This design comes from an exercise in tuning for small area, a short achievable clock period and few clock cycles per item on the open sky130 flow, not from production work. At most, simulation tests tie the RTL to the original design; equivalence was not proved. For run 7, only the layout was checked, not whether the RTL still works. No activity file was given, so power comes from the tool's default toggle rates.

### flow/config.mk
export PLATFORM = sky130hd
export DESIGN_NAME = dfs_topological_sort_unit
export DESIGN_NICKNAME = dfs_topological_sort_unit
export VERILOG_FILES = /design/flow/design.v
export SDC_FILE = /design/flow/constraint.sdc
export NUM_CORES = 4
export LEC_CHECK = 0
export ABC_CLOCK_PERIOD_IN_PS = 4000
export CAP_MARGIN = 20
export CORE_MARGIN = 2
export CORE_UTILIZATION = 45
export SLEW_MARGIN = 20
### flow/constraint.sdc
create_clock -name core_clock -period 10.0 [get_ports {i_clk}]
set_input_delay 2.0000 -clock core_clock [delete_from_list [all_inputs] [get_ports {i_clk}]]
set_output_delay 2.0000 -clock core_clock [all_outputs]
set_load 0.01 [all_outputs]
### flow/design.v
package dfs_pkg;
    localparam logic [1:0] REQ_EDGE   = 2'd0;
    localparam logic [1:0] REQ_VERTEX = 2'd1;
    localparam logic [1:0] REQ_SORT   = 2'd2;
    localparam logic [1:0] REQ_NONE   = 2'd3;
    localparam logic [1:0] KIND_VERTEX = 2'd0;
    localparam logic [1:0] KIND_BACK   = 2'd1;
    localparam logic [1:0] KIND_FULL   = 2'd2;
    localparam logic [1:0] KIND_ABORT  = 2'd3;
endpackage
module dfs_topological_sort_unit #(
    parameter int MAX_VERTICES = 16,
    parameter int MAX_EDGES = 32,
    parameter int KEY_BITS = 16
) (
    input  logic                i_clk,
    input  logic                i_rst_n,
    input  logic                start,
    output logic                busy,
    input  logic [1:0]          i_req_type,
    input  logic [KEY_BITS-1:0] i_from_key,
    input  logic [KEY_BITS-1:0] i_to_key,
    input  logic                i_cfg_valid,
    output logic                o_cfg_ready,
    input  logic                i_cfg_data,
    output logic                o_valid,
    output logic [1:0]          o_kind,
    output logic [15:0]         o_first_key,
    output logic [15:0]         o_second_key,
    output logic                o_last
);
    localparam int NV = 16;
    function automatic [31:0] first32(input [31:0] x);
        reg [31:0] p;
        begin
            p = x;
            p = p | (p << 1);
            p = p | (p << 2);
            p = p | (p << 4);
            p = p | (p << 8);
            p = p | (p << 16);
            first32 = x & ~(p << 1);
        end
    endfunction
    localparam int NE = 32;
    logic r_mode;
    assign o_cfg_ready = 1'b1;
    always_ff @(posedge i_clk) begin
        if (!i_rst_n) r_mode <= 1'b0;
        else if (i_cfg_valid) r_mode <= i_cfg_data;
    end
    logic        q_v;
    logic        q_s;       
    logic [1:0]  q_type;
    logic [15:0] q_from, q_to;
    always_ff @(posedge i_clk) begin
        q_v    <= i_rst_n && (busy || start);
        q_s    <= i_rst_n && (busy || (start && i_req_type == dfs_pkg::REQ_SORT));
        if (!busy) q_type <= i_req_type;
        q_from <= i_from_key;
        q_to   <= i_to_key;
    end
    logic [15:0] r_keys [NV];
    logic [4:0]  r_vcnt;
    logic [5:0]  r_ecnt;
    logic [3:0]  r_esrc [NE];
    logic [3:0]  r_edst [NE];
    logic [NV-1:0] vmask;
    logic [NV-1:0] a_m, b_m;
    logic          a_hit, b_hit, same;
    logic [3:0]    a_idx, b_idx;
    always_comb begin
        a_idx = '0; b_idx = '0;
        for (int i = 0; i < NV; i++) begin
            vmask[i] = 5'(i) < r_vcnt;
            a_m[i] = vmask[i] && r_keys[i] == q_from;
            b_m[i] = vmask[i] && r_keys[i] == q_to;
            if (a_m[i]) a_idx = a_idx | 4'(i);
            if (b_m[i]) b_idx = b_idx | 4'(i);
        end
        a_hit = |a_m;
        b_hit = |b_m;
    end
    assign same = q_from == q_to;
    logic       ld_edge, ld_vtx, q_sort;
    logic       add_a, add_b, e_full, v_full, e_ok, v_ok;
    assign ld_edge = q_v && q_type == dfs_pkg::REQ_EDGE;
    assign ld_vtx  = q_v && q_type == dfs_pkg::REQ_VERTEX;
    assign q_sort  = q_v && q_type == dfs_pkg::REQ_SORT;
    assign add_a   = !a_hit;
    assign add_b   = !b_hit && !same;
    assign e_full  = r_ecnt[5] || (r_vcnt[4] && (add_a || add_b))
                     || (r_vcnt == 5'd15 && add_a && add_b);
    assign v_full  = r_vcnt[4];
    assign e_ok    = ld_edge && !e_full;
    assign v_ok    = ld_vtx && !a_hit && !v_full;
    logic [3:0] w_src, w_dst, slot_b;
    assign slot_b = r_vcnt[3:0] + 4'(add_a);
    assign w_src = a_hit ? a_idx : r_vcnt[3:0];
    assign w_dst = b_hit ? b_idx : (same ? w_src : slot_b);
    logic [15:0] w_keys [NV];
    logic [3:0]  w_esrc [NE];
    logic [3:0]  w_edst [NE];
    logic        sort_go;
    logic [6:0]  r_pend;    
    logic        r_fullev;  
    logic          r_walk, r_emit;
    logic [3:0]    r_cur, r_sp;
    logic [4:0]    r_fcnt;
    logic [3:0]    r_arr [NV];
    logic [NV-1:0] r_vis;
    logic [NE-1:0] r_used, r_dgray;
    logic       x_v, x_last;
    logic [1:0] x_kind;
    logic [3:0]  x_i2;
    logic [15:0] x_k1;    
    logic          walk_act;
    logic [NE-1:0] eq_src, eq_dst, m, pick;
    logic          any, isback;
    logic [3:0]    w;
    always_comb begin
        w = '0;
        isback = 1'b0;
        for (int e = 0; e < NE; e++) begin
            eq_src[e] = w_esrc[e] == r_cur;
            eq_dst[e] = w_edst[e] == r_cur;
            m[e] = eq_src[e] && !r_used[e];
        end
        pick = first32(m);
        any = |m;
        for (int e = 0; e < NE; e++) begin
            if (pick[e]) w = w | w_edst[e];
            if (pick[e] && (r_dgray[e] || eq_dst[e])) isback = 1'b1;
        end
    end
    assign walk_act = r_walk;
    logic r_free;
    assign sort_go = q_s && r_free;
    logic [NV-1:0] white, rpick;
    logic          has_root;
    logic [3:0]    root;
    always_comb begin
        white = ~r_vis & ~(16'd1 << r_cur);
        rpick = 16'(first32(32'(white)));
        has_root = |white;
        root = '0;
        for (int i = 0; i < NV; i++) if (rpick[i]) root = root | 4'(i);
    end
    logic          stk_empty;
    logic [3:0]    parent;
    assign stk_empty = r_sp == 4'd15;
    assign parent = r_arr[r_sp + 4'd1];
    logic [3:0] fin_top;
    assign fin_top = r_arr[4'(r_fcnt - 5'd1)];
    logic r_busy;
    assign busy = r_busy;
    always_ff @(posedge i_clk) begin
        if (sort_go) begin
            for (int i = 0; i < NV; i++) w_keys[i] <= r_keys[i];
            for (int e = 0; e < NE; e++) begin
                w_esrc[e] <= r_esrc[e];
                w_edst[e] <= r_edst[e];
            end
        end
        if (ld_edge && !r_ecnt[5]) begin
            r_esrc[r_ecnt[4:0]] <= w_src;
            r_edst[r_ecnt[4:0]] <= w_dst;
        end
        for (int i = 0; i < NV; i++) begin
            if ((ld_edge || ld_vtx) && 5'(i) == r_vcnt)
                r_keys[i] <= (ld_vtx || !a_hit) ? q_from : q_to;
            else if (ld_edge && 5'(i) == r_vcnt + 5'd1)
                r_keys[i] <= q_to;
        end
    end
    logic sort_end;
    always_comb begin
        sort_end = 1'b0;
        if (walk_act) begin
            if (any) begin
                if (isback && r_mode) sort_end = 1'b1;
            end else if (stk_empty && !has_root && r_fcnt == '0) begin
                sort_end = 1'b1;
            end
        end
        if (r_emit && r_fcnt == 5'd1) sort_end = 1'b1;
    end
    logic       final_pop, drain, n_walk, n_emit, n_fullev, n_last_emit;
    logic [6:0] n_pend;
    logic       n_free;
    assign n_free = ((!n_walk && !n_emit) || n_last_emit) && n_pend == '0 && !n_fullev;
    assign final_pop = walk_act && !any && stk_empty && !has_root;
    assign drain = !r_walk && !r_emit && r_pend != '0;
    always_comb begin
        n_walk = r_walk;
        n_emit = r_emit;
        if (final_pop) begin
            n_walk = 1'b0;
            n_emit = 1'b1;
        end
        if (sort_end) begin
            n_walk = 1'b0;
            n_emit = 1'b0;
        end
        if (sort_go) n_walk = r_vcnt != '0;
        n_last_emit = (r_emit && r_fcnt == 5'd2) || (final_pop && r_fcnt == 5'd1);
        n_fullev = (ld_edge && e_full) || (ld_vtx && !a_hit && v_full);
        n_pend = r_pend + 7'(r_fullev) - 7'(drain);
    end
    always_ff @(posedge i_clk) begin
        if (!i_rst_n) begin
            r_free <= 1'b1;
            r_busy <= 1'b0;
        end else begin
            r_free <= n_free;
            r_busy <= (busy || (start && i_req_type == dfs_pkg::REQ_SORT)) && !n_free;
        end
    end
    always_ff @(posedge i_clk) begin
        if (!i_rst_n) begin
            r_vcnt <= '0; r_ecnt <= '0;
            r_walk <= 1'b0; r_emit <= 1'b0;
            r_cur <= '0; r_sp <= 4'd15; r_fcnt <= '0;
            x_v <= 1'b0; r_pend <= '0; r_fullev <= 1'b0;
        end else begin
            x_v <= 1'b0;
            if (e_ok) begin
                r_vcnt <= r_vcnt + 5'(add_a) + 5'(add_b);
                r_ecnt <= r_ecnt + 6'd1;
            end
            if (v_ok) r_vcnt <= r_vcnt + 5'd1;
            if (sort_go) begin
                r_vcnt <= '0; r_ecnt <= '0;
                r_vis <= ~vmask | 16'd1;
                for (int e = 0; e < NE; e++) r_used[e] <= 6'(e) >= r_ecnt;
                r_dgray <= '0;
            end
            if (!r_walk && !r_emit && r_pend != '0) begin
                x_v <= 1'b1; x_kind <= dfs_pkg::KIND_FULL; x_last <= 1'b1;
            end
            r_fullev <= n_fullev;
            r_pend <= n_pend;
            if (walk_act) begin
                r_walk <= 1'b1;
                r_vis[r_cur] <= 1'b1;
                r_arr[r_sp] <= r_cur;
                r_arr[r_fcnt[3:0]] <= r_cur;
                r_dgray <= r_dgray | eq_dst;
                if (any) begin
                    r_used <= r_used | pick;
                    if (isback) begin
                        x_v <= 1'b1; x_i2 <= w;
                        x_kind <= r_mode ? dfs_pkg::KIND_ABORT : dfs_pkg::KIND_BACK;
                        x_last <= r_mode;
                    end else begin
                        r_sp <= r_sp - 4'd1;
                        r_cur <= w;
                    end
                end else begin
                    r_used <= r_used | eq_dst;
                    if (!stk_empty) begin
                        r_fcnt <= r_fcnt + 5'd1;
                        r_cur <= parent;
                        r_sp <= r_sp + 4'd1;
                    end else if (has_root) begin
                        r_fcnt <= r_fcnt + 5'd1;
                        r_cur <= root;
                    end else begin
                        x_v <= 1'b1;
                        x_kind <= dfs_pkg::KIND_VERTEX;
                        x_last <= r_fcnt == '0;
                        r_walk <= 1'b0;
                        r_emit <= 1'b1;
                    end
                end
            end
            if (r_emit) begin
                x_v <= 1'b1;
                x_kind <= dfs_pkg::KIND_VERTEX;
                x_last <= r_fcnt == 5'd1;
                r_fcnt <= r_fcnt - 5'd1;
            end
            if (sort_end) begin
                r_walk <= 1'b0; r_emit <= 1'b0;
                r_cur <= '0; r_sp <= 4'd15; r_fcnt <= '0;
            end
            if (sort_go) r_walk <= r_vcnt != '0;
        end
    end
    always_ff @(posedge i_clk)
        x_k1 <= drain ? 16'h0 : w_keys[r_emit ? fin_top : r_cur];
    always_ff @(posedge i_clk) begin
        if (!i_rst_n) begin
            o_valid <= 1'b0;
        end else begin
            o_valid <= x_v;
        end
        o_kind <= x_kind;
        o_last <= x_last;
        o_first_key <= x_k1;
        o_second_key <= x_kind[0] ? w_keys[x_i2] : 16'h0;
    end
endmodule
### flow/flow/run.sh
#!/bin/bash
set -uo pipefail
export SETUP_SLACK_MARGIN=6
bash standard.sh > standard.log 2>&1
### flow/standard.sh
#!/bin/bash
# synth_recipe.tcl (not shown) runs the flow's synth.tcl, then flattens the netlist and writes it again
# the make line also repeats each setting of config.mk as NAME=value (left out here)
make -C /OpenROAD-flow-scripts/flow DESIGN_CONFIG=/design/flow/config.mk WORK_HOME=/design/flow/orfs CLKGATE_MAP_FILE= SYNTH_SCRIPT=/design/flow/synth_recipe.tcl "${@:-finish}"
==> flow_metrics.env, run 1 <==
export IMPL_status="complete, no violations"
export IMPL_num_fill_cells=11206
export IMPL_hpwlAfterDp_um=161000
export IMPL_drc=0
export IMPL_crit_fanout=32
export IMPL_p_int_mw=9.41
export IMPL_start_util=0.452
export IMPL_fin_setup_tns_ns=0
export IMPL_nNetsFinal=4994
export IMPL_powerDensity_nw_per_um2=175
export IMPL_critical_path_arrival_ns=4.58
export IMPL_ios=77
export IMPL_h_tree_depth=4
export IMPL_peakVddDrop_uv=172
export IMPL_syn_area_um2=61200
export IMPL_gr_total_overflow=0
export IMPL_avgSynthCellArea_um2=12.8
export IMPL_syn_nets=4864
export IMPL_drtAntennaViolNets=0
export IMPL_placed_area_um2=64100
export IMPL_hold_depth=0
export IMPL_r2r_cells=15
export IMPL_wl_per_cell_um=36.5
export IMPL_final_max_slew_viol_count=0
export IMPL_grt_setup_unrepaired="yes"
export IMPL_synth_ff_type="edfxtp_1"
export IMPL_die_area_um2=139000
export IMPL_cts_buffers=144
export IMPL_synth_seq_cells=1301
export IMPL_port_buffers=75
export IMPL_drt_pre_antenna_iters=6
export IMPL_cp_start_kind="flop"
export IMPL_cts_tree="built"
export IMPL_dieWidth_um=373
export IMPL_timing_final_crit_period_ns=4.07
export IMPL_final_hold_viol_count=0
export IMPL_period_share=0.407
export IMPL_clock_latency_ns=0.83
export IMPL_final_area_um2=71200
export IMPL_num_rows=135
export IMPL_postCtsHoldBufs=0
export IMPL_yosysSeqAreaShare=0.618
export IMPL_fin_cells=6827
export IMPL_min_path_type="reg -> reg"
export IMPL_setup_viol_count_final=0
export IMPL_worstMarginPinSlew_ns=1.24
export IMPL_place_congestion=1.07
export IMPL_area_growth_pct=16.3
export IMPL_cts_sinks=1301
export IMPL_core_area_um2=135000
export IMPL_root_buffer="clkbuf_16"
export IMPL_synth_edf_count=1177
export IMPL_p_sw_mw=3.02
export IMPL_worstPathRequired_ns=10.51
export IMPL_yosys_warnings=5
export IMPL_vias=44826
export IMPL_seq_power_share=0.491
export IMPL_clock_path_buffers=3
export IMPL_viasPerCell=6.57
export IMPL_drive_gt1_frac=0.145
export IMPL_grt_usage=0.349
export IMPL_seqCellArea_um2=37900
export IMPL_grt_pass1_wl_um=337000
export IMPL_grt_max_degree=147
export IMPL_clkPwrFrac=0.438
export IMPL_criticalPathCategory="reg -> reg"
export IMPL_multi_input_area_um2=22700
export IMPL_endpoint_kind="flop"
export IMPL_swShare=0.243
export IMPL_skew_ns=0.0543
export IMPL_first_iter_violations=7172
export IMPL_floorplan_die_height_um=373
export IMPL_slew_headroom=0.174
export IMPL_ys_async_sr_fraction=0
export IMPL_power_frac_comb=0.071
export IMPL_dp_cells=6470
export IMPL_grt_pass1_vias=41097
export IMPL_max_cap_viol_count=0
export IMPL_postRouteWirelength_um=249000
export IMPL_fmax_mhz=246
export IMPL_path_clk_slew_ns=0.06
export IMPL_grt_antenna_before_repair=12
export IMPL_p_leak_nw=24.5
export IMPL_synth_distinct_cells=105
export IMPL_syn_instance_count=4785
-- Yosys cell counts, drive strengths merged (9+ instances only) --
library cell,number,area (um^2)
dfxtp,124,2480
nand2,383,1440
o21ai,284,1420
a21oi,126,631
a31oi,15,100
a221o,19,190
o221a,32,360
nand3b,15,113
mux4,33,743
a21o,9,67.6
a22oi,172,1290
or3,15,98.8
o22ai,18,113
nor2b,18,113
ha,38,475
clkbuf,171,642
or2,10,62.6
xor2,604,5290
a211oi,17,128
and3,23,159
and4,20,178
nand2b,15,93.8
a221oi,51,453
mux2i,45,450
nor3,91,538
nor2,291,1100
or4,9,71.3
a2111oi,12,105
a22o,49,429
and2,25,161
nand4,109,701
edfxtp,1177,35300
nor4,163,1130
inv,44,165
buf,139,971
xnor2,208,1860
nand3,98,510
-- stage by stage --
step / setup slack [ns] / hold WS [ns] / power (mW) / util
5_1_grt: 5.91 / 0.331 / 12.7 / 0.526
2_1_floorplan: 1.48 / 0.310 / 6.65 / -
3_3_place_gp: 4.82 / 0.312 / 7.00 / 0.474
3_5_place_dp: 4.69 / 0.312 / 7.01 / 0.474
6_report: 5.93 / 0.324 / 12.4 / 0.526
4_1_cts: 5.86 / 0.325 / 12.4 / 0.519
-- layout by cell type, fill, tap and decap left out, types with 16 or more instances in the layout --
cell type,count
edfxtp_1,1177
xor2_1,604
nand2_1,373
nor2_1,265
o21ai_0,262
xnor2_1,202
a22oi_1,171
clkbuf_16,148
nor4_1,134
buf_4,129
a21oi_1,124
nand4_1,106
dfxtp_1,96
nand3_1,90
clkdlybuf4s50_1,75
nor3_1,63
a22o_1,49
a221oi_1,45
inv_1,41
ha_1,35
clkbuf_1,35
mux4_2,33
buf_12,27
o221a_2,25
clkinv_2,25
nor2_2,24
mux2i_1,22
buf_6,22
and2_1,21
mux2i_4,21
clkinv_1,20
and3_1,19
a221o_1,19
and4_1,18
nor2b_1,18
nor4_2,17
buf_8,17
o22ai_1,16
o21ai_1,16
-- cell families after synthesis --
logic type / Yosys count / synth area share
AND/OR/NAND/NOR: 1307 / 0.109
flip-flops: 1301 / 0.618
AO/OA/AOI/OAI: 889 / 0.0985
XOR/XNOR: 812 / 0.117
buffers and inverters: 356 / 0.0292
multiplexers: 79 / 0.0197
adder cells (fa/ha/maj): 40 / 0.00842
other: 1 / 0.0000613
-- path summary, 6_finish.rpt --
path	from	to	slack, ns
worst min register to register	x_k1[4]$_SDFF_PP0_	o_first_key[4]$_DFF_P_	0.32
worst min-delay path	x_k1[4]$_SDFF_PP0_	o_first_key[4]$_DFF_P_	0.32
worst max register to register	q_from[13]$_DFF_P_	r_edst[3][2]$_DFFE_PP_	5.93
worst max-delay path	q_from[13]$_DFF_P_	r_edst[3][2]$_DFFE_PP_	5.93
-- layer usage --
layer | global-route usage | up-vias | share of wire
li1 | - | 18279 | -
met2 | 0.482 | 3275 | 0.41
met5 | 0 | - | 0.0017
met3 | 0.130 | 593 | 0.14
met1 | 0.494 | 22665 | 0.40
met4 | 0.139 | 14 | 0.042
-- power by group through the flow --
stage	Combinational (mW)	Sequential (mW)	Clock, mW
floorplan	0.473	6.18	0
global placement	0.770	6.23	0
detailed placement	0.784	6.23	0
CTS	0.818	6.11	5.48
global route	0.931	6.10	5.70
finish	0.889	6.11	5.44
-- critical path, stage by stage, from the launching register on --
cell and delay, ns:
dfxtp_1 0.33, clkbuf_8 0.39, xor2_1 0.12, nor4_1 0.50, nand4_1 0.34, o22ai_4 0.37
nor4_2 0.11, nand4_1 0.20, inv_1 0.19, ha_1 0.25, ha_1 0.19, xnor2_1 0.14
nor2_1 0.06, a21oi_1 0.22, o21bai_4 0.09, buf_8 0.21
-- what timing repair did --
item	CTS	global route
setup buffers	32	43
setup endpoints to repair	497	421
resized for setup	151	126
gates cloned	3	2
endpoints found under the hold margin	0	0
pin swaps	8	13
-- state kept, by name, indices dropped and copies added (netlist names), 7 cells and up --
| name | count |
|---|---|
| o_first_key | 16 |
| o_second_key | 16 |
| q_from | 16 |
| q_to | 16 |
| r_arr | 64 |
| r_dgray | 32 |
| r_edst | 128 |
| r_esrc | 128 |
| r_keys | 256 |
| r_pend | 7 |
| r_used | 32 |
| r_vis | 16 |
| w_edst | 128 |
| w_esrc | 128 |
| w_keys | 256 |
| x_k1 | 16 |
-- layout make-up --
type                            instances  share of cell area
Antenna cell                            9            0.000316
Clock buffer                          188              0.0545
Clock inverter                         80              0.0135
Inverter                               46             0.00253
Multi-Input combinational cell       3128               0.319
Sequential cell                      1301               0.533
Tap cell                             1781              0.0313
Timing Repair Buffer                  294              0.0464
Testbench counts, summed over its fixed seeds: cycles 4,900, sorts 160.
==> run 2, diff against run 1 <==
--- a/flow/config.mk
+++ b/flow/config.mk
@@ -9,4 +9,5 @@
 export CAP_MARGIN = 20
 export CORE_MARGIN = 2
 export CORE_UTILIZATION = 45
+export CTS_BUF_LIST = sky130_fd_sc_hd__clkbuf_4 sky130_fd_sc_hd__clkbuf_8
 export SLEW_MARGIN = 20
==> run 2 against run 1 <==
  * Register-to-register slack improved by 0.04 ns
  * First-iteration DRC count decreased by 0.15%
  * Critical path type unchanged
  * Fmax increased by 0.90%
  * Combinational power decreased by 1%
  * Largest cell class unchanged
  * Global-route usage increased by 0.058 points
==> flow_metrics.env, run 2 <==
export IMPL_synth_top_area_share=0.578
export IMPL_r2r_cells=15
export IMPL_dieWidth_um=373
export IMPL_gr_total_overflow=0
export IMPL_criticalPathCategory="reg -> reg"
export IMPL_powerDensity_nw_per_um2=169
export IMPL_synth_most_common_cell="edfxtp_1"
export IMPL_synth_commonest_cells="edfxtp_1, xor2_1, nand2_1"
export IMPL_path_cells="buf_6 -> xor2_1 -> nor4_1 -> nand4_1 -> o22ai_1 -> nor4_4 -> nand4_1 -> inv_1 -> ha_1 -> ha_1 -> xnor2_1 -> nor2_1 -> a21oi_1 -> o21bai_4 -> buf_8"
export IMPL_status="complete, no violations"
export IMPL_postRouteWirelength_um=250000
export IMPL_cts_buffers=215
export IMPL_endpoint_kind="flop"
export IMPL_wl_per_cell_um=35.8
export IMPL_final_cell_mix="edfxtp_1, xor2_1, nand2_1"
export IMPL_fin_cells=6967
export IMPL_clock_path_buffers=3
export IMPL_final_max_slew_viol_count=0
export IMPL_final_area_um2=70900
export IMPL_viasPerCell=6.48
export IMPL_synth_seq_cells=1301
export IMPL_setup_viol_count_final=0
export IMPL_synth_edf_count=1177
export IMPL_ys_top_cells_by_area="edfxtp_1, xor2_1, dfxtp_1"
export IMPL_postCtsHoldBufs=0
export IMPL_fmax_mhz=248
export IMPL_totalPowerFinal_mw=12.0
export IMPL_grt_usage=0.350
export IMPL_avgSynthCellArea_um2=12.8
export IMPL_floorplan_die_height_um=373
export IMPL_start_util=0.452
export IMPL_core_area_um2=135000
export IMPL_p_leak_nw=24.6
export IMPL_final_hold_viol_count=0
export IMPL_ys_async_sr_fraction=0
export IMPL_worstPathRequired_ns=10.65
export IMPL_syn_nets=4864
export IMPL_period_share=0.404
export IMPL_vias=45122
export IMPL_synth_ff_type="edfxtp_1"
export IMPL_hold_ws_ns=0.325
export IMPL_drtAntennaViolNets=0
export IMPL_drive_gt1_frac=0.170
export IMPL_peakVddDrop_uv=136
export IMPL_pre_cts_ws_ns=4.69
export IMPL_worstMarginPinSlew_ns=1.26
export IMPL_num_fill_cells=11392
export IMPL_cp_slowest_stage_delay_ns=0.52
export IMPL_grt_pass1_wl_um=339000
export IMPL_port_buffers=75
export IMPL_layout_commonest_cell="edfxtp_1"
export IMPL_setup_slack_ns=5.96
export IMPL_placed_area_um2=64100
export IMPL_area_growth_pct=15.8
export IMPL_ios=77
export IMPL_grt_pass1_vias=41519
export IMPL_grt_antenna_before_repair=15
export IMPL_critical_path_arrival_ns=4.68
export IMPL_grt_setup_unrepaired="yes"
export IMPL_place_congestion=1.07
export IMPL_h_tree_depth=4
export IMPL_yosys_area_top_type="edfxtp_1"
export IMPL_fin_setup_tns_ns=0
export IMPL_drc=0
export IMPL_hold_depth=0
export IMPL_cts_sinks=1301
export IMPL_utilization=0.524
export IMPL_yosys_warnings=5
export IMPL_path_clk_slew_ns=0.06
export IMPL_first_iter_violations=7161
export IMPL_synth_distinct_cells=105
export IMPL_num_rows=135
export IMPL_syn_instance_count=4785
export IMPL_timing_final_crit_period_ns=4.04
export IMPL_cp_slowest_cell="nor4_1"
export IMPL_dp_cells=6470
export IMPL_slew_headroom=0.162
export IMPL_skew_ns=0.0671
export IMPL_crit_fanout=32
export IMPL_nNetsFinal=5069
export IMPL_clock_latency_ns=0.97
export IMPL_max_cap_viol_count=0
export IMPL_largestRegisters="r_keys: 256 flops, w_keys: 256 flops"
export IMPL_grt_max_degree=147
export IMPL_hpwlAfterDp_um=161000
export IMPL_min_path_type="reg -> reg"
export IMPL_root_buffer="clkbuf_8"
export IMPL_cts_tree="built"
export IMPL_yosysSeqAreaShare=0.618
export IMPL_cp_start_kind="flop"
export IMPL_syn_area_um2=61200
export IMPL_die_area_um2=139000
export IMPL_drt_pre_antenna_iters=8
==> run 2: layout make-up <==
type | instances | area (um^2) | share of cell area
tap | 1781 | 2230 | 0.0314
inverter | 46 | 183 | 0.00258
timing repair buffer | 298 | 3280 | 0.0463
clock inverter | 86 | 773 | 0.0109
sequential | 1301 | 37900 | 0.535
antenna | 17 | 42.5 | 0.000600
clock buffer | 310 | 3790 | 0.0535
multi-input combinational | 3128 | 22700 | 0.320
==> run 2: critical path: cells and delay by family (launching register included) <==
kind / cells / cell delay [ns]
compound gates: 3 / 0.78
xor+xnor: 2 / 0.29
fa+ha+maj: 2 / 0.43
buf+inv: 3 / 0.80
flops: 1 / 0.32
simple gates: 5 / 1.06
==> run 2: cell families after synthesis <==
| group | synth area share |
|---|---|
| adder cells (fa/ha/maj) | 0.00842 |
| buffers and inverters | 0.0292 |
| flip-flops | 0.618 |
| AO/OA/AOI/OAI | 0.0985 |
| XOR/XNOR | 0.117 |
| AND/OR/NAND/NOR | 0.109 |
| other | 0.0000613 |
| multiplexers | 0.0197 |
==> run 2: worst paths after layout <==
kind         slack, ns                     end          startpoint
max               5.96  r_edst[0][2]$_DFFE_PP_   q_from[1]$_DFF_P_
min               0.33  o_first_key[2]$_DFF_P_  x_k1[2]$_SDFF_PP0_
max reg2reg       5.96  r_edst[0][2]$_DFFE_PP_   q_from[1]$_DFF_P_
min reg2reg       0.33  o_first_key[2]$_DFF_P_  x_k1[2]$_SDFF_PP0_
==> run 2: layer usage <==
layer,share of wire,GRT usage,routed length (um),vias to the layer above
li1,-,-,-,18467
met1,0.41,0.499,101000,22670
met2,0.41,0.484,102000,3319
met3,0.14,0.122,34800,658
met4,0.047,0.140,11600,8
met5,0.00070,0,175,-
==> run 2: timing repair <==
action | in CTS | in global routing
buffers inserted | 35 | 45
resized for setup | 157 | 104
pin swaps | 11 | 12
setup endpoints to repair | 504 | 421
cloned | 3 | 1
==> run 2: where the power goes <==
part	switching, mW	internal, mW
Sequential	0.106	6.00
Clock	2.30	2.68
Combinational	0.571	0.308
==> run 3, diff against run 2 <==
--- a/flow/design.v
+++ b/flow/design.v
@@ -95,7 +95,10 @@
     assign e_ok    = ld_edge && !e_full;
     assign v_ok    = ld_vtx && !a_hit && !v_full;
     logic [3:0] w_src, w_dst, slot_b;
-    assign slot_b = r_vcnt[3:0] + 4'(add_a);
+    logic [4:0] vcnt1, vcnt2;
+    assign vcnt1 = r_vcnt + 5'd1;
+    assign vcnt2 = r_vcnt + 5'd2;
+    assign slot_b = add_a ? vcnt1[3:0] : r_vcnt[3:0];
     assign w_src = a_hit ? a_idx : r_vcnt[3:0];
     assign w_dst = b_hit ? b_idx : (same ? w_src : slot_b);
     logic [15:0] w_keys [NV];
@@ -169,7 +172,7 @@
         for (int i = 0; i < NV; i++) begin
             if ((ld_edge || ld_vtx) && 5'(i) == r_vcnt)
                 r_keys[i] <= (ld_vtx || !a_hit) ? q_from : q_to;
-            else if (ld_edge && 5'(i) == r_vcnt + 5'd1)
+            else if (ld_edge && 5'(i) == vcnt1)
                 r_keys[i] <= q_to;
         end
     end
@@ -225,10 +228,10 @@
         end else begin
             x_v <= 1'b0;
             if (e_ok) begin
-                r_vcnt <= r_vcnt + 5'(add_a) + 5'(add_b);
+                r_vcnt <= (add_a && add_b) ? vcnt2 : (add_a || add_b) ? vcnt1 : r_vcnt;
                 r_ecnt <= r_ecnt + 6'd1;
             end
-            if (v_ok) r_vcnt <= r_vcnt + 5'd1;
+            if (v_ok) r_vcnt <= vcnt1;
             if (sort_go) begin
                 r_vcnt <= '0; r_ecnt <= '0;
                 r_vis <= ~vmask | 16'd1;
==> run 3 against run 2 <==
  * Cell area increased by 2.9%
  * Combinational power grew 17%
  * Clock-buffer cell count increased by 1
  * Clock power fell by 2%
  * Worst setup slack improved by 0.022 ns
  * Worst hold slack improved by 0.0011 ns
  * Clock skew is 0.0095 ns lower
  * Fmax increased by 0.56%
  * Largest power group unchanged
==> flow_metrics.env, run 3 <==
export IMPL_status="complete, no violations"
export IMPL_num_rows=135
export IMPL_synth_distinct_cells=105
export IMPL_clock_path_buffers=3
export IMPL_cts_buffers=215
export IMPL_cp_slowest_cell="o221a_2"
export IMPL_largestRegisters="r_keys: 256 flops, w_keys: 256 flops"
export IMPL_yosys_area_top_type="edfxtp_1"
export IMPL_die_area_um2=139000
export IMPL_root_buffer="clkbuf_8"
export IMPL_synth_top_family_by_area="XOR/XNOR gates"
export IMPL_clock_latency_ns=0.99
export IMPL_ys_async_sr_fraction=0
export IMPL_cp_slowest_stage_delay_ns=0.41
export IMPL_synth_edf_count=1177
export IMPL_postCtsHoldBufs=0
export IMPL_grt_pass1_wl_um=349000
export IMPL_grt_max_degree=186
export IMPL_worstPathRequired_ns=10.83
export IMPL_syn_area_um2=61200
export IMPL_cp_start_kind="flop"
export IMPL_peakVddDrop_uv=131
export IMPL_yosysSeqAreaShare=0.618
export IMPL_skew_ns=0.0576
export IMPL_path_clk_slew_ns=0.06
export IMPL_synth_top_area_share=0.578
export IMPL_critical_path_arrival_ns=4.84
export IMPL_grt_antenna_before_repair=18
export IMPL_worstMarginPinSlew_ns=1.25
export IMPL_fmax_mhz=249
export IMPL_dp_cells=6453
export IMPL_max_cap_viol_count=0
export IMPL_ff2ff_setup_slack_ns=5.99
export IMPL_final_cell_mix="edfxtp_1, xor2_1, nand2_1"
export IMPL_synthMuxAreaShare=0.0206
export IMPL_p_leak_nw=25.4
export IMPL_synth_commonest_cells="edfxtp_1, xor2_1, nand2_1"
export IMPL_synth_simple_area_share=0.106
export IMPL_final_hold_viol_count=0
export IMPL_dieWidth_um=373
export IMPL_cts_tree="built"
export IMPL_port_buffers=75
export IMPL_ys_top_cells_by_area="edfxtp_1, xor2_1, xnor2_1"
export IMPL_gr_total_overflow=0
export IMPL_powerDensity_nw_per_um2=165
export IMPL_h_tree_depth=4
export IMPL_cpLargestDelayFamily="compound AO/OA/AOI/OAI gates"
export IMPL_synthAdderAreaFrac=0.00830
export IMPL_startpoint="r_fcnt[0]$_SDFFE_PP0P_"
export IMPL_crit_fanout=16
export IMPL_hold_depth=0
export IMPL_floorplan_die_height_um=373
export IMPL_postRouteWirelength_um=259000
export IMPL_path_cells="buf_12 -> clkinvlp_4 -> ha_1 -> xnor2_2 -> buf_6 -> buf_4 -> buf_4 -> mux2i_2 -> mux2i_2 -> mux2i_4 -> or2_4 -> nor2_2 -> buf_6 -> a22o_4 -> a221oi_2 -> nand4_1 -> o221a_2"
export IMPL_setup_viol_count_final=0
export IMPL_period_share=0.401
export IMPL_viasPerCell=6.29
export IMPL_r2r_end="x_k1[7]$_SDFF_PP0_"
export IMPL_ios=77
export IMPL_min_path_type="reg -> reg"
export IMPL_first_iter_violations=6040
export IMPL_fin_setup_tns_ns=0
export IMPL_grt_setup_unrepaired="yes"
export IMPL_avgSynthCellArea_um2=12.9
export IMPL_grt_pass1_vias=42412
export IMPL_synthXorXnorAreaFrac=0.117
export IMPL_timing_final_crit_period_ns=4.01
export IMPL_hold_start="x_k1[6]$_SDFF_PP0_"
export IMPL_hold_end="o_first_key[6]$_DFF_P_"
export IMPL_core_area_um2=135000
export IMPL_nNetsFinal=5224
export IMPL_layout_commonest_cell="edfxtp_1"
export IMPL_syn_instance_count=4760
export IMPL_endpoint_kind="flop"
export IMPL_synth_seq_cells=1301
export IMPL_vias=44848
export IMPL_yosys_warnings=5
export IMPL_hpwlAfterDp_um=174000
export IMPL_cts_sinks=1301
export IMPL_drtAntennaViolNets=0
export IMPL_drive_gt1_frac=0.215
export IMPL_area_growth_pct=19.2
export IMPL_fin_cells=7125
export IMPL_syn_nets=4839
export IMPL_grt_usage=0.364
export IMPL_r2r_cells=17
export IMPL_reg2reg_from="r_fcnt[0]$_SDFFE_PP0P_"
export IMPL_wl_per_cell_um=36.3
export IMPL_drc=0
export IMPL_synth_compound_area_share=0.101
export IMPL_final_max_slew_viol_count=0
export IMPL_criticalPathCategory="reg -> reg"
export IMPL_crit_buf_inv=6
export IMPL_synth_most_common_cell="edfxtp_1"
export IMPL_place_congestion=1.02
export IMPL_synth_ff_type="edfxtp_1"
export IMPL_drt_pre_antenna_iters=6
export IMPL_start_util=0.453
export IMPL_slew_headroom=0.168
==> run 3: cell types whose count changed in the layout (fill, tap and decap cells not counted), sizes merged, moves of 15 or more <==
cell | before | now
a21oi | 126 | 107
a221oi | 51 | 68
a22oi | 172 | 157
buf | 210 | 392
nor4 | 163 | 136
o21ai | 284 | 302
xnor2 | 208 | 312
xor2 | 604 | 501
==> run 3: power breakdown <==
part / internal, mW / switching [mW] / total [mW]
registers: 6.00 / 0.113 / 6.11
logic: 0.419 / 0.611 / 1.03
clock network: 2.62 / 2.27 / 4.90
==> run 3: through the flow <==
step | power (mW) | cell area [um^2] | hold slack, ns | setup WS, ns | util
finish | 12.0 | 72900 | 0.327 | 5.99 | 0.540
global route | 12.4 | 72900 | 0.330 | 5.91 | 0.540
CTS | 12.0 | 70900 | 0.326 | 5.99 | 0.525
detailed placement | 7.05 | 64100 | 0.312 | 3.28 | 0.474
global placement | 7.04 | 64000 | 0.313 | 3.36 | 0.474
floorplan | 6.69 | 61200 | 0.310 | 1.47 | -
==> run 3: how the worst max path moves through the flow <==
stage | to | depth (start not counted)
2_1_floorplan | w_edst[0][0]$_DFFE_PP_ | 2
3_3_place_gp | r_keys[11][15]$_DFFE_PP_ | 12
3_5_place_dp | r_keys[2][7]$_DFFE_PP_ | 12
4_1_cts | r_cur[2]$_SDFFE_PP0P_ | 11
5_1_grt | r_edst[8][2]$_DFFE_PP_ | 18
6_report | x_k1[7]$_SDFF_PP0_ | 17
==> run 3: kinds of logic after synthesis <==
kind of cell               count (synthesis)
and+or+nand+nor                         1288
buffers and inverters                    351
muxes                                     77
adders and majority gates                 40
DFF                                     1301
xor gates and xnor gates                 813
AOI/OAI and AO/OA                        889
other                                      1
==> run 3: layout make-up <==
cell class | instances | area [um^2]
multi-input cells | 3110 | 23100
repair buffers | 473 | 5020
fillers | 11390 | 62200
inverters | 43 | 183
flip-flops and latches | 1301 | 37900
clock buffers | 311 | 3820
well taps | 1781 | 2230
diodes | 15 | 37.5
clock inverters | 90 | 663
repair inverters | 1 | 5.00
==> run 3: repair_timing <==
| item | CTS | global route |
|---|---|---|
| setup endpoints to repair | 634 | 496 |
| gates cloned | 6 | 6 |
| setup buffers | 92 | 152 |
| gates resized for setup | 257 | 127 |
| pin swaps | 30 | 55 |
==> run 3: layer usage <==
metal	routed length [um]	track usage	up-vias
li1	-	-	18719
met1	94200	0.448	22393
met2	117000	0.566	2960
met3	25300	0.0831	758
met4	22500	0.261	18
met5	123	0	-
Testbench counts of run 3, summed over its fixed seeds: cycles 4,900, sorts 160.
==> run 4, diff against run 3 <==
--- a/flow/config.mk
+++ b/flow/config.mk
@@ -8,6 +8,6 @@
 export ABC_CLOCK_PERIOD_IN_PS = 4000
 export CAP_MARGIN = 20
 export CORE_MARGIN = 2
-export CORE_UTILIZATION = 45
+export CORE_UTILIZATION = 55
 export CTS_BUF_LIST = sky130_fd_sc_hd__clkbuf_4 sky130_fd_sc_hd__clkbuf_8
 export SLEW_MARGIN = 20
==> run 4 against run 3 <==
  * Synthesized area unchanged
  * Non-clock buffer count down 112
  * Combinational power down 11%
  * Die area down 18%
  * Largest power group unchanged
  * Critical endpoint is now r_edst[19][3]$_DFFE_PP_
  * Critical path depth down 4
  * Highest routed layer unchanged
  * Global-route usage up 6.8 points
==> flow_metrics.env, run 4 <==
export IMPL_synth_top_area_share=0.578
export IMPL_yosysSeqAreaShare=0.618
export IMPL_ys_async_sr_fraction=0
export IMPL_crit_fanout=33
export IMPL_dieWidth_um=337
export IMPL_floorplan_die_height_um=337
export IMPL_cts_buffers=211
export IMPL_worstPathRequired_ns=10.59
export IMPL_gr_total_overflow=0
export IMPL_synth_most_common_cell="edfxtp_1"
export IMPL_syn_area_um2=61200
export IMPL_postCtsHoldBufs=0
export IMPL_grt_pass1_wl_um=336000
export IMPL_drt_pre_antenna_iters=6
export IMPL_synth_ff_type="edfxtp_1"
export IMPL_num_rows=122
export IMPL_drc=0
export IMPL_synth_edf_count=1177
export IMPL_final_cell_mix="edfxtp_1, xor2_1, nand2_1"
export IMPL_postRouteWirelength_um=249000
export IMPL_slew_headroom=0.174
export IMPL_grt_pass1_vias=41975
export IMPL_hold_ws_ns=0.313
export IMPL_hpwlAfterDp_um=167000
export IMPL_final_max_slew_viol_count=0
export IMPL_viasPerCell=6.80
export IMPL_syn_nets=4839
export IMPL_fin_setup_tns_ns=0
export IMPL_seqCellArea_um2=37900
export IMPL_worstMarginPinSlew_ns=1.23
export IMPL_cts_tree="built"
export IMPL_status="complete, no violations"
export IMPL_setup_viol_count_final=0
export IMPL_timing_final_crit_period_ns=4.07
export IMPL_first_iter_violations=7953
export IMPL_powerDensity_nw_per_um2=167
export IMPL_syn_instance_count=4760
export IMPL_final_hold_viol_count=0
export IMPL_clock_path_buffers=3
export IMPL_min_path_type="reg -> reg"
export IMPL_period_share=0.407
export IMPL_synth_top_family_by_area="XOR/XNOR gates"
export IMPL_cts_sinks=1301
export IMPL_fmax_mhz=245
export IMPL_synth_compound_area_share=0.101
export IMPL_nNetsFinal=5110
export IMPL_max_cap_viol_count=0
export IMPL_drive_gt1_frac=0.189
export IMPL_p_leak_nw=24.6
export IMPL_multi_input_area_um2=22900
export IMPL_core_area_um2=111000
export IMPL_path_clk_slew_ns=0.07
export IMPL_synth_distinct_cells=105
export IMPL_synthMuxAreaShare=0.0206
export IMPL_ys_top_cells_by_area="edfxtp_1, xor2_1, xnor2_1"
export IMPL_endpoint_kind="flop"
export IMPL_yosys_area_top_type="edfxtp_1"
export IMPL_clock_latency_ns=0.94
export IMPL_h_tree_depth=4
export IMPL_grt_antenna_before_repair=19
export IMPL_ios=77
export IMPL_largestRegisters="r_keys: 256 flops, w_keys: 256 flops"
export IMPL_synth_simple_area_share=0.106
export IMPL_criticalPathCategory="reg -> reg"
export IMPL_root_buffer="clkbuf_8"
export IMPL_die_area_um2=114000
export IMPL_totalPowerFinal_mw=11.9
export IMPL_yosys_warnings=5
export IMPL_start_util=0.553
export IMPL_grt_setup_unrepaired="no"
export IMPL_place_congestion=1.05
export IMPL_grt_usage=0.432
export IMPL_area_growth_pct=16.0
export IMPL_grt_max_degree=148
export IMPL_synth_seq_cells=1301
export IMPL_port_buffers=75
export IMPL_drtAntennaViolNets=0
export IMPL_synthAdderAreaFrac=0.00830
export IMPL_peakVddDrop_uv=150
export IMPL_cp_start_kind="flop"
export IMPL_avgSynthCellArea_um2=12.9
export IMPL_synthXorXnorAreaFrac=0.117
export IMPL_num_fill_cells=8479
export IMPL_layout_commonest_cell="edfxtp_1"
export IMPL_vias=45724
export IMPL_skew_ns=0.0568
export IMPL_synth_commonest_cells="edfxtp_1, xor2_1, nand2_1"
export IMPL_critical_path_arrival_ns=4.67
export IMPL_wl_per_cell_um=37.0
[run 4: what timing repair did]
item,4_1_cts,5_1_grt
resized for setup,152,135
cloned,6,4
pin swaps,19,40
endpoints found under the hold margin,0,0
setup buffers,78,47
endpoints found under the setup margin,631,424
[run 4: worst max-delay path: stages (launching register included)]
cell and delay (ns):
dfxtp_1 0.33, buf_6 0.35, xor2_1 0.15, nor3_2 0.41
nand3_1 0.21, nor4_4 0.52, nand4bb_1 0.24, or4b_4 0.21
o21ai_4 0.07, buf_12 0.19, mux2i_1 0.15, nor2_1 0.09
or4_1 0.53, buf_12 0.21
[run 4: layer usage]
layer | wire length [um] | part of all wire | GRT usage
met5 | 45 | 0.00018 | 0
met2 | 102000 | 0.41 | 0.597
met1 | 89900 | 0.36 | 0.563
met4 | 16500 | 0.066 | 0.228
met3 | 40900 | 0.16 | 0.202
[run 4: final timing paths]
check | start | endpoint | slack, ns | cells past startpoint
max | q_from[5]$_DFF_P_ | r_edst[19][3]$_DFFE_PP_ | 5.93 | 13
min | x_k1[15]$_SDFF_PP0_ | o_first_key[15]$_DFF_P_ | 0.31 | 0
max reg2reg | q_from[5]$_DFF_P_ | r_edst[19][3]$_DFFE_PP_ | 5.93 | 13
min reg2reg | x_k1[15]$_SDFF_PP0_ | o_first_key[15]$_DFF_P_ | 0.31 | 0
[run 4: logic make-up after synthesis]
logic type | after synthesis
buffers and inverters | 351
flip-flops | 1301
adder cells (fa/ha/maj) | 40
XOR/XNOR | 813
other | 1
AO/OA/AOI/OAI | 889
multiplexers | 77
AND/OR/NAND/NOR | 1288
[run 4: final cells by class]
class,instances,share of cell area
repair buffers,361,0.0517
well taps,1488,0.0262
multi-input cells,3112,0.323
repair inverters,1,0.0000706
clock inverters,102,0.0111
diodes,16,0.000564
clock buffers,296,0.0513
inverters,43,0.00245
flip-flops and latches,1301,0.534
[run 4: stage by stage]
step / instance area [um^2] / utilization / setup WS [ns] / instances
global route: 70900 / 0.642 / 5.95 / 6706
CTS: 69800 / 0.631 / 6.00 / 6653
detailed placement: 63700 / 0.576 / 4.14 / 6171
finish: 70900 / 0.642 / 5.93 / 6720
floorplan: 61200 / - / 1.47 / 4760
global placement: 63600 / 0.575 / 4.07 / 6164
[run 4: report_power, final]
part,switching [mW],total [mW],leakage [nW],internal (mW)
Combinational,0.572,0.915,10.4,0.343
Clock,2.23,4.86,2.36,2.62
Sequential,0.0931,6.09,11.8,6.00
Total,2.90,11.9,24.6,8.96
==> run 5, diff against run 4 <==
==> flow/flow/run.sh (replaced) <==
#!/bin/bash
set -uo pipefail
export SETUP_SLACK_MARGIN=6.25
bash standard.sh > standard.log 2>&1
==> run 5 against run 4 <==
  * Still clean on timing, DRC and antenna
  * Global-route usage rose by 1.1 points
  * First-iteration DRC count increased by 2.8%
  * Core utilization is 2.4 points higher
  * Fmax is 3.9% higher
  * Register-to-register slack improved by 0.15 ns
  * Synthesized area unchanged
  * Synthesized cell count unchanged
  * Cell count is 2.7% higher
  * Clock power hardly changed
  * Total power grew 0.59%
  * Clock-buffer cell count unchanged
  * Critical path type unchanged
  * Critical endpoint unchanged
==> flow_metrics.env, run 5 <==
export IMPL_grt_usage=0.442
export IMPL_root_buffer="clkbuf_8"
export IMPL_peakVddDrop_uv=149
export IMPL_postRouteWirelength_um=256000
export IMPL_cts_buffers=211
export IMPL_die_area_um2=114000
export IMPL_start_util=0.553
export IMPL_hold_ws_ns=0.314
export IMPL_drc=0
export IMPL_avgSynthCellArea_um2=12.9
export IMPL_max_cap_viol_count=0
export IMPL_cts_sinks=1301
export IMPL_synth_ff_type="edfxtp_1"
export IMPL_final_max_slew_viol_count=0
export IMPL_yosysSeqAreaShare=0.618
export IMPL_critical_path_arrival_ns=4.55
export IMPL_slew_headroom=0.161
export IMPL_cts_tree="built"
export IMPL_synth_edf_count=1177
export IMPL_port_buffers=75
export IMPL_cp_slowest_stage_delay_ns=0.63
export IMPL_syn_area_um2=61200
export IMPL_grt_util_met1=0.574
export IMPL_synth_seq_cells=1301
export IMPL_yosys_area_top_type="edfxtp_1"
export IMPL_drtAntennaViolNets=0
export IMPL_fmax_mhz=255
export IMPL_p_leak_nw=26.1
export IMPL_powerDensity_nw_per_um2=162
export IMPL_fin_setup_tns_ns=0
export IMPL_path_cells="buf_12 -> clkbuf_16 -> xor2_1 -> nor3_2 -> nand3_1 -> nor4_4 -> nand4bb_4 -> or4b_4 -> o21ai_4 -> buf_12 -> mux2i_1 -> nor2_1 -> or4_4 -> buf_12"
export IMPL_crit_fanout=8
export IMPL_syn_nets=4839
export IMPL_grt_pass1_vias=42943
export IMPL_final_area_um2=73600
export IMPL_grt_busiest_layer="met2"
export IMPL_cp_common_cell="buf_12"
export IMPL_h_tree_depth=4
export IMPL_setup_viol_count_final=0
export IMPL_dieWidth_um=337
export IMPL_placed_area_um2=63700
export IMPL_num_fill_cells=8189
export IMPL_ys_async_sr_fraction=0
export IMPL_area_growth_pct=20.2
export IMPL_final_hold_viol_count=0
export IMPL_endpoint_kind="flop"
export IMPL_grt_antenna_before_repair=21
export IMPL_synth_top_area_share=0.578
export IMPL_vias=46750
export IMPL_yosys_warnings=5
export IMPL_synth_commonest_cells="edfxtp_1, xor2_1, nand2_1"
export IMPL_core_area_um2=111000
export IMPL_clock_latency_ns=0.93
export IMPL_timing_final_crit_period_ns=3.92
export IMPL_cp_slowest_cell="or4_4"
export IMPL_min_path_type="reg -> reg"
export IMPL_postCtsHoldBufs=0
export IMPL_grt_util_met2=0.613
export IMPL_grt_setup_unrepaired="yes"
export IMPL_nNetsFinal=5297
export IMPL_synth_most_common_cell="edfxtp_1"
export IMPL_gr_total_overflow=0
export IMPL_wl_per_cell_um=37.0
export IMPL_status="complete, no violations"
export IMPL_crit_buf_inv=4
export IMPL_ios=77
export IMPL_skew_ns=0.0577
export IMPL_hpwlAfterDp_um=167000
export IMPL_final_cell_mix="edfxtp_1, xor2_1, nand2_1"
export IMPL_viasPerCell=6.77
export IMPL_grt_pass1_wl_um=343000
export IMPL_path_clk_slew_ns=0.07
export IMPL_synth_distinct_cells=105
export IMPL_period_share=0.392
export IMPL_layout_commonest_cell="edfxtp_1"
export IMPL_num_rows=122
export IMPL_drive_gt1_frac=0.230
export IMPL_drt_pre_antenna_iters=9
export IMPL_worstMarginPinSlew_ns=1.25
export IMPL_place_congestion=1.05
export IMPL_ys_top_cells_by_area="edfxtp_1, xor2_1, xnor2_1"
export IMPL_cpLargestDelayFamily="simple AND/OR/NAND/NOR gates"
export IMPL_criticalPathCategory="reg -> reg"
export IMPL_met3_usage=0.205
export IMPL_cp_start_kind="flop"
export IMPL_worstPathRequired_ns=10.63
export IMPL_floorplan_die_height_um=337
export IMPL_clock_path_buffers=3
export IMPL_syn_instance_count=4760
export IMPL_grt_max_degree=148
export IMPL_largestRegisters="r_keys: 256 flops, w_keys: 256 flops"
export IMPL_first_iter_violations=8179
[run 5: cell types whose count changed in the layout (fill, tap and decap cells not counted), moves of 11 or more]
cell	before	now
buf_12	27	62
dlygate4sd2_1	0	37
nor4_1	104	93
clkdlybuf4s50_1	75	38
buf_4	195	342
buf_6	45	29
[run 5: routing by layer]
layer | share of wire | wire length (um)
met3 | 0.17 | 43000
met4 | 0.067 | 17100
met5 | 0.00029 | 75
met2 | 0.41 | 105000
met1 | 0.35 | 90500
[run 5: worst reg2reg max path: stages (launching register included)]
cell	delay [ns]
dfxtp_4	0.36
buf_12	0.14
clkbuf_16	0.18
xor2_1	0.18
nor3_2	0.33
nand3_1	0.19
nor4_4	0.50
nand4bb_4	0.25
or4b_4	0.20
o21ai_4	0.10
buf_12	0.15
mux2i_1	0.12
nor2_1	0.09
or4_4	0.63
buf_12	0.22
[run 5: final timing paths]
kind / endpoint / depth (start not counted) / slack, ns / start
setup / recovery: r_edst[19][3]$_DFFE_PP_ / 14 / 6.08 / q_from[1]$_DFF_P_
hold / removal: o_first_key[15]$_DFF_P_ / 0 / 0.31 / x_k1[15]$_SDFF_PP0_
setup reg to reg: r_edst[19][3]$_DFFE_PP_ / 14 / 6.08 / q_from[1]$_DFF_P_
hold reg to reg: o_first_key[15]$_DFF_P_ / 0 / 0.31 / x_k1[15]$_SDFF_PP0_
[run 5: report_power, final]
group | total, mW | switching, mW | leakage [nW] | internal, mW
combinational | 0.983 | 0.601 | 11.9 | 0.383
sequential | 6.09 | 0.0927 | 11.8 | 6.00
clock | 4.86 | 2.24 | 2.36 | 2.62
[run 5: timing repair]
item	in CTS	in global routing
pin swaps	75	60
gates resized for setup	390	100
cloned	18	3
buffers inserted	168	132
endpoints found under the setup margin	810	348
endpoints found under the hold margin	0	0
[run 5: cell type report]
cell class / instances / area, um^2 / share of cell area
timing repair inverter: 1 / 5.00 / 0.0000680
inverter: 43 / 180 / 0.00245
antenna: 12 / 30.0 / 0.000408
clock inverter: 102 / 785 / 0.0107
clock buffer: 296 / 3640 / 0.0494
timing repair buffer: 548 / 5730 / 0.0779
tap: 1488 / 1860 / 0.0253
multi-input combinational: 3112 / 23400 / 0.319
sequential: 1301 / 37900 / 0.515
[run 5: cells by family after synthesis]
family	share of synthesized area
DFF	0.618
AOI/OAI and AO/OA	0.101
muxes	0.0206
buffers and inverters	0.0299
xor gates and xnor gates	0.117
and+or+nand+nor	0.106
adders and majority gates	0.00830
other	0.0000613
[run 5: through the flow]
step	utilization	cells	setup WS, ns	power, mW
3_5_place_dp	0.576	6171	4.14	7.01
5_1_grt	0.665	6892	6.08	12.2
3_3_place_gp	0.575	6164	4.07	7.00
4_1_cts	0.650	6755	6.24	11.9
6_report	0.666	6903	6.08	11.9
2_1_floorplan	-	4760	1.47	6.69
==> run 6, diff against run 5 <==
==> flow/flow/run.sh (replaced) <==
#!/bin/bash
set -uo pipefail
export SETUP_SLACK_MARGIN=5.75
bash standard.sh > standard.log 2>&1
==> run 6 against run 5 <==
  * Non-clock buffer count shrank 243
  * Register-to-register slack lost 0.36 ns
  * Critical path depth shrank 1
  * Sequential share of layout area grew 2.9 points
  * Flip-flop and latch count is the same
  * Fmax shrank 8.4%
  * Combinational power shrank 11%
  * First-iteration DRC count shrank 12%
  * Cell count shrank 3.5%
  * Sequential power is essentially flat
  * Clock skew is essentially flat
  * Core utilization shrank 3.6 points
==> flow_metrics.env, run 6 <==
export IMPL_cp_slowest_stage_delay_ns=0.51
export IMPL_endpoint_kind="flop"
export IMPL_p_leak_nw=24.0
export IMPL_totalPowerFinal_mw=11.8
export IMPL_place_congestion=1.05
export IMPL_cts_buffers=211
export IMPL_vias=44997
export IMPL_ys_top_cells_by_area="edfxtp_1, xor2_1, xnor2_1"
export IMPL_final_cell_mix="edfxtp_1, xor2_1, nand2_1"
export IMPL_syn_area_um2=61200
export IMPL_final_hold_viol_count=0
export IMPL_layout_commonest_cell="edfxtp_1"
export IMPL_r2r_end="r_edst[19][3]$_DFFE_PP_"
export IMPL_grt_pass1_wl_um=333000
export IMPL_die_area_um2=114000
export IMPL_drc=0
export IMPL_cts_sinks=1301
export IMPL_slew_headroom=0.161
export IMPL_ff2ff_setup_slack_ns=5.72
export IMPL_fin_setup_tns_ns=0
export IMPL_synth_seq_cells=1301
export IMPL_path_clk_slew_ns=0.07
export IMPL_core_area_um2=111000
export IMPL_synth_commonest_cells="edfxtp_1, xor2_1, nand2_1"
export IMPL_startpoint="r_vcnt[2]$_SDFFE_PP0P_"
export IMPL_synth_distinct_cells=105
export IMPL_syn_instance_count=4760
export IMPL_cp_start_kind="flop"
export IMPL_h_tree_depth=4
export IMPL_area_growth_pct=13.8
export IMPL_clock_path_buffers=3
export IMPL_avgSynthCellArea_um2=12.9
export IMPL_path_cells="ha_1 -> nor3_1 -> nor3_2 -> nand3_1 -> nor4_4 -> nand4bb_1 -> or4b_4 -> o21ai_4 -> buf_12 -> mux2i_1 -> nor2_1 -> or4_1 -> buf_8"
export IMPL_cp_slowest_cell="or4_1"
export IMPL_peakVddDrop_uv=150
export IMPL_postRouteWirelength_um=245000
export IMPL_fmax_mhz=234
export IMPL_cts_tree="built"
export IMPL_worstPathRequired_ns=10.58
export IMPL_drt_pre_antenna_iters=8
export IMPL_min_path_type="reg -> reg"
export IMPL_clock_latency_ns=0.94
export IMPL_ys_async_sr_fraction=0
export IMPL_powerDensity_nw_per_um2=170
export IMPL_period_share=0.428
export IMPL_syn_nets=4839
export IMPL_gr_total_overflow=0
export IMPL_synth_ff_type="edfxtp_1"
export IMPL_grt_max_degree=148
export IMPL_start_util=0.553
export IMPL_crit_path_end="r_edst[19][3]$_DFFE_PP_"
export IMPL_postCtsHoldBufs=0
export IMPL_viasPerCell=6.76
export IMPL_yosys_warnings=5
export IMPL_crit_fanout=33
export IMPL_grt_antenna_before_repair=18
export IMPL_max_cap_viol_count=0
export IMPL_nNetsFinal=5050
export IMPL_wl_per_cell_um=36.8
export IMPL_first_iter_violations=7184
export IMPL_yosys_area_top_type="edfxtp_1"
export IMPL_num_rows=122
export IMPL_final_max_slew_viol_count=0
export IMPL_reg2reg_from="r_vcnt[2]$_SDFFE_PP0P_"
export IMPL_setup_viol_count_final=0
export IMPL_criticalPathCategory="reg -> reg"
export IMPL_hpwlAfterDp_um=167000
export IMPL_synth_edf_count=1177
export IMPL_port_buffers=75
export IMPL_synth_top_area_share=0.578
export IMPL_grt_pass1_vias=41753
export IMPL_status="complete, no violations"
export IMPL_skew_ns=0.0576
export IMPL_worstMarginPinSlew_ns=1.25
export IMPL_root_buffer="clkbuf_8"
export IMPL_critical_path_arrival_ns=4.87
export IMPL_dieWidth_um=337
export IMPL_grt_usage=0.428
export IMPL_yosysSeqAreaShare=0.618
export IMPL_r2r_cells=13
export IMPL_drtAntennaViolNets=0
export IMPL_drive_gt1_frac=0.166
export IMPL_ios=77
export IMPL_synth_most_common_cell="edfxtp_1"
export IMPL_grt_setup_unrepaired="no"
export IMPL_floorplan_die_height_um=337
export IMPL_largestRegisters="r_keys: 256 flops, w_keys: 256 flops"
export IMPL_timing_final_crit_period_ns=4.28
run 6: cell counts after synthesis:
Identical to the previous run, type by type.
run 6: routing by layer:
metal	wire (um)	share of wire	GRT usage	vias up
li1	-	-	-	18382
met1	90600	0.37	0.567	22259
met2	100000	0.41	0.589	3564
met3	38700	0.16	0.191	782
met4	15700	0.064	0.228	10
met5	81	0.00033	0	-
run 6: through the flow:
| stage | hold WS (ns) | setup WS, ns | util | std cells | cell area (um^2) |
|---|---|---|---|---|---|
| after floorplan | 0.310 | 1.47 | - | 4760 | 61200 |
| after global placement | 0.312 | 4.07 | 0.575 | 6164 | 63600 |
| after detailed placement | 0.312 | 4.14 | 0.576 | 6171 | 63700 |
| after CTS | 0.318 | 5.75 | 0.625 | 6619 | 69100 |
| after global routing | 0.328 | 5.74 | 0.630 | 6646 | 69600 |
| final | 0.310 | 5.72 | 0.630 | 6658 | 69600 |
run 6: cell families (layout without fill, tap and decap cells):
group | after synthesis | in the layout | synth area share
DFF | 1301 | 1301 | 0.618
and+or+nand+nor | 1288 | 1289 | 0.106
AOI/OAI and AO/OA | 889 | 889 | 0.101
xor gates and xnor gates | 813 | 813 | 0.117
buffers and inverters | 351 | 746 | 0.0299
muxes | 77 | 77 | 0.0206
adders and majority gates | 40 | 40 | 0.00830
other | 1 | 15 | 0.0000613
run 6: repair_timing:
action	in CTS	in global routing
setup endpoints to repair	549	268
resized for setup	84	36
gates cloned	3	0
pin swaps	8	4
setup buffers	47	24
run 6: power breakdown:
| group | switching [mW] | internal, mW | total [mW] |
|---|---|---|---|
| clock network | 2.23 | 2.62 | 4.85 |
| registers | 0.0926 | 6.00 | 6.09 |
| logic | 0.554 | 0.320 | 0.874 |
run 6: worst min-delay path by stage:
stage,start,end,slack (ns),cells past startpoint
2_1_floorplan,x_k1[0]$_SDFF_PP0_,o_first_key[0]$_DFF_P_,0.31,0
6_report,x_k1[15]$_SDFF_PP0_,o_first_key[15]$_DFF_P_,0.31,0
4_1_cts,x_k1[15]$_SDFF_PP0_,o_first_key[15]$_DFF_P_,0.32,0
5_1_grt,x_k1[0]$_SDFF_PP0_,o_first_key[0]$_DFF_P_,0.33,0
3_5_place_dp,x_k1[14]$_SDFF_PP0_,o_first_key[14]$_DFF_P_,0.31,0
3_3_place_gp,x_k1[7]$_SDFF_PP0_,o_first_key[7]$_DFF_P_,0.31,0
run 6: worst max-delay path: cells and delay by family (launching register included):
family                     cells  cell delay [ns]
and+or+nand+nor                8             2.38
DFF                            1             0.48
adders and majority gates      1             0.40
buffers and inverters          2             0.40
muxes                          1             0.15
AOI/OAI and AO/OA              1             0.07
run 6: final cells by class:
class	count	area [um^2]
Fill cell	8607	40900
Sequential cell	1301	37900
Inverter	43	170
Multi-Input combinational cell	3109	22300
Timing Repair Buffer	305	2960
Antenna cell	14	35.0
Tap cell	1488	1860
Clock buffer	296	3640
Clock inverter	102	785
==> run 7, diff against run 6 <==
--- a/flow/design.v
+++ b/flow/design.v
@@ -112,7 +112,7 @@
     logic [4:0]    r_fcnt;
     logic [3:0]    r_arr [NV];
     logic [NV-1:0] r_vis;
-    logic [NE-1:0] r_used, r_dgray;
+    logic [NE-1:0] r_used;
     logic       x_v, x_last;
     logic [1:0] x_kind;
     logic [3:0]  x_i2;
@@ -133,8 +133,8 @@
         any = |m;
         for (int e = 0; e < NE; e++) begin
             if (pick[e]) w = w | w_edst[e];
-            if (pick[e] && (r_dgray[e] || eq_dst[e])) isback = 1'b1;
         end
+        isback = r_vis[w] || w == r_cur;
     end
     assign walk_act = r_walk;
     logic r_free;
@@ -236,7 +236,6 @@
                 r_vcnt <= '0; r_ecnt <= '0;
                 r_vis <= ~vmask | 16'd1;
                 for (int e = 0; e < NE; e++) r_used[e] <= 6'(e) >= r_ecnt;
-                r_dgray <= '0;
             end
             if (!r_walk && !r_emit && r_pend != '0) begin
                 x_v <= 1'b1; x_kind <= dfs_pkg::KIND_FULL; x_last <= 1'b1;
@@ -248,7 +247,6 @@
                 r_vis[r_cur] <= 1'b1;
                 r_arr[r_sp] <= r_cur;
                 r_arr[r_fcnt[3:0]] <= r_cur;
-                r_dgray <= r_dgray | eq_dst;
                 if (any) begin
                     r_used <= r_used | pick;
                     if (isback) begin
==> flow/flow/run.sh (replaced) <==
#!/bin/bash
set -uo pipefail
export SETUP_SLACK_MARGIN=6
bash standard.sh > standard.log 2>&1
--- a/flow/config.mk
+++ b/flow/config.mk
@@ -8,6 +8,6 @@
 export ABC_CLOCK_PERIOD_IN_PS = 4000
 export CAP_MARGIN = 20
 export CORE_MARGIN = 2
-export CORE_UTILIZATION = 55
+export CORE_UTILIZATION = 45
 export CTS_BUF_LIST = sky130_fd_sc_hd__clkbuf_4 sky130_fd_sc_hd__clkbuf_8
 export SLEW_MARGIN = 20
==> run 7 against run 6 <==
  * Clock power fell by 2%
  * First-iteration DRC count fell by 6.9%
  * Synthesized cell count decreased by 2.3%
  * Largest power group unchanged
  * Total power shrank 0.55%
  * Still clean on timing, DRC and antenna
  * Flip-flop and latch count shrank 32
  * Clock-buffer cell count fell by 1
  * Cell count grew 4.1%
  * Critical endpoint is now r_cur[1]$_SDFFE_PP0P_
  * Combinational power increased by 16%
  * Sequential power shrank 2%
  * Worst hold slack better by 0.015 ns
  * Synthesized area is 2.8% lower
  * Largest cell class unchanged
  * Core utilization shrank 8.7 points
==> flow_metrics.env, run 7 <==
export IMPL_worstPathRequired_ns=10.87
export IMPL_timing_final_crit_period_ns=4.81
export IMPL_power_frac_comb=0.086
export IMPL_endpoint_kind="flop"
export IMPL_seq_power_share=0.508
export IMPL_status="complete, no violations"
export IMPL_synth_seq_cells=1269
export IMPL_num_fill_cells=10912
export IMPL_syn_nets=4728
export IMPL_yosysSeqAreaShare=0.620
export IMPL_final_hold_viol_count=0
export IMPL_port_buffers=75
export IMPL_p_int_mw=8.79
export IMPL_synth_ff_type="edfxtp_1"
export IMPL_syn_instance_count=4649
export IMPL_placed_area_um2=62700
export IMPL_cp_slowest_stage_delay_ns=0.60
export IMPL_yosys_area_top_type="edfxtp_1"
export IMPL_grt_max_degree=163
export IMPL_core_area_um2=131000
export IMPL_multi_input_area_um2=22800
export IMPL_cts_buffers=208
export IMPL_cpLargestDelayFamily="simple AND/OR/NAND/NOR gates"
export IMPL_p_sw_mw=2.96
export IMPL_syn_area_um2=59500
export IMPL_final_cell_mix="edfxtp_1, xor2_1, nand2_1"
export IMPL_grt_antenna_before_repair=21
export IMPL_swShare=0.252
export IMPL_dieWidth_um=367
export IMPL_final_max_slew_viol_count=0
export IMPL_peakVddDrop_uv=139
export IMPL_ios=77
export IMPL_fin_setup_tns_ns=0
export IMPL_cts_sinks=1269
export IMPL_vias=44578
export IMPL_postRouteWirelength_um=253000
export IMPL_num_rows=133
export IMPL_ys_async_sr_fraction=0
export IMPL_drtAntennaViolNets=0
export IMPL_min_path_type="reg -> reg"
export IMPL_ys_top_cells_by_area="edfxtp_1, xor2_1, xnor2_1"
export IMPL_start_util=0.453
export IMPL_path_clk_slew_ns=0.06
export IMPL_p_leak_nw=24.8
export IMPL_area_growth_pct=19.9
export IMPL_drive_gt1_frac=0.209
export IMPL_yosys_warnings=5
export IMPL_criticalPathCategory="reg -> reg"
export IMPL_slew_headroom=0.141
export IMPL_clock_path_buffers=3
export IMPL_synth_edf_count=1145
export IMPL_avgSynthCellArea_um2=12.8
export IMPL_grt_pass1_vias=42231
export IMPL_worstMarginPinSlew_ns=1.28
export IMPL_synth_most_common_cell="edfxtp_1"
export IMPL_drt_pre_antenna_iters=9
export IMPL_clkPwrFrac=0.406
export IMPL_fmax_mhz=208
export IMPL_cp_slowest_cell="or4_4"
export IMPL_critical_path_arrival_ns=5.67
export IMPL_cp_start_kind="flop"
export IMPL_floorplan_die_height_um=367
export IMPL_cts_tree="built"
export IMPL_period_share=0.481
export IMPL_cp_common_cell="buf_6"
export IMPL_seqCellArea_um2=36900
export IMPL_setup_viol_count_final=0
export IMPL_wl_per_cell_um=36.4
export IMPL_nNetsFinal=5071
export IMPL_place_congestion=1.09
export IMPL_largestRegisters="r_keys: 256 flops, w_keys: 256 flops"
run 7: changes by cell type in the layout (fill, tap and decap cells not counted), moves of 17 or more:
cell      delta
nor2_1      -72
buf_4       +62
buf_12      +33
edfxtp_1    -32
nor3_1      -28
xor2_1      -22
nand2_1     -20
clkinv_2    -18
nor3_4      +17
run 7: kinds of logic (layout without fill, tap and decap cells):
logic type               Yosys count  after routing  share of synthesized area
other                              1              9                  0.0000631
buffers and inverters            357            876                     0.0260
adder cells (fa/ha/maj)           40             40                    0.00854
flip-flops                      1269           1269                      0.620
multiplexers                      72             72                     0.0198
AND/OR/NAND/NOR                 1209           1209                      0.103
XOR/XNOR                         816            816                      0.121
AO/OA/AOI/OAI                    885            886                      0.102
run 7: final timing paths:
kind,from,end,slack [ns],cells past startpoint
max reg2reg,r_cur[3]$_SDFFE_PP0P_,r_cur[1]$_SDFFE_PP0P_,5.19,21
min reg2reg,x_k1[15]$_SDFF_PP0_,o_first_key[15]$_DFF_P_,0.33,0
max,r_cur[3]$_SDFFE_PP0P_,r_cur[1]$_SDFFE_PP0P_,5.19,21
min,x_k1[15]$_SDFF_PP0_,o_first_key[15]$_DFF_P_,0.33,0
run 7: stage by stage:
| stage | hold WS (ns) | std cells | utilization | setup WS (ns) |
|---|---|---|---|---|
| detailed placement | 0.312 | 6322 | 0.478 | 3.42 |
| CTS | 0.316 | 6876 | 0.535 | 5.31 |
| floorplan | 0.310 | 4649 | - | 1.33 |
| finish | 0.325 | 6932 | 0.543 | 5.19 |
| global placement | 0.311 | 6321 | 0.478 | 3.53 |
| global route | 0.319 | 6927 | 0.543 | 5.01 |
run 7: power by group through the flow:
stage / Clock, mW / Combinational (mW) / Sequential, mW
detailed placement: 0 / 0.838 / 6.10
floorplan: 0 / 0.510 / 6.04
CTS: 4.82 / 0.944 / 5.98
global placement: 0 / 0.827 / 6.10
global route: 5.05 / 1.06 / 5.97
finish: 4.77 / 1.01 / 5.97
run 7: routing by layer:
metal	wire [um]	part of all wire	global-route usage	vias up
li1	-	-	-	18234
met1	95100	0.38	0.476	22359
met2	111000	0.44	0.555	3184
met3	28300	0.11	0.102	787
met4	17700	0.070	0.216	14
met5	117	0.00046	0	-
run 7: what timing repair did:
| item | 4_1_cts | 5_1_grt |
|---|---|---|
| setup endpoints to repair | 583 | 594 |
| gates resized for setup | 261 | 120 |
| cloned | 12 | 0 |
| pin swaps | 68 | 37 |
| buffers inserted | 155 | 47 |
| hold buffers | 0 | 0 |
run 7: cell type report:
cell class / count / share of cell area
Antenna cell: 8 / 0.000281
Sequential cell: 1269 / 0.518
Tap cell: 1755 / 0.0308
Clock buffer: 295 / 0.0505
Inverter: 54 / 0.00305
Clock inverter: 92 / 0.0104
Timing Repair Buffer: 435 / 0.0666
Multi-Input combinational cell: 3024 / 0.320

Setup slack of run 7, layout unchanged: 5.193 ns with ideal ports, 5.193 ns with driving cells assumed (clock clkbuf_16, inputs buf_2), 5.193 ns with port delays also shifted by the 1.030 ns mid clock arrival.
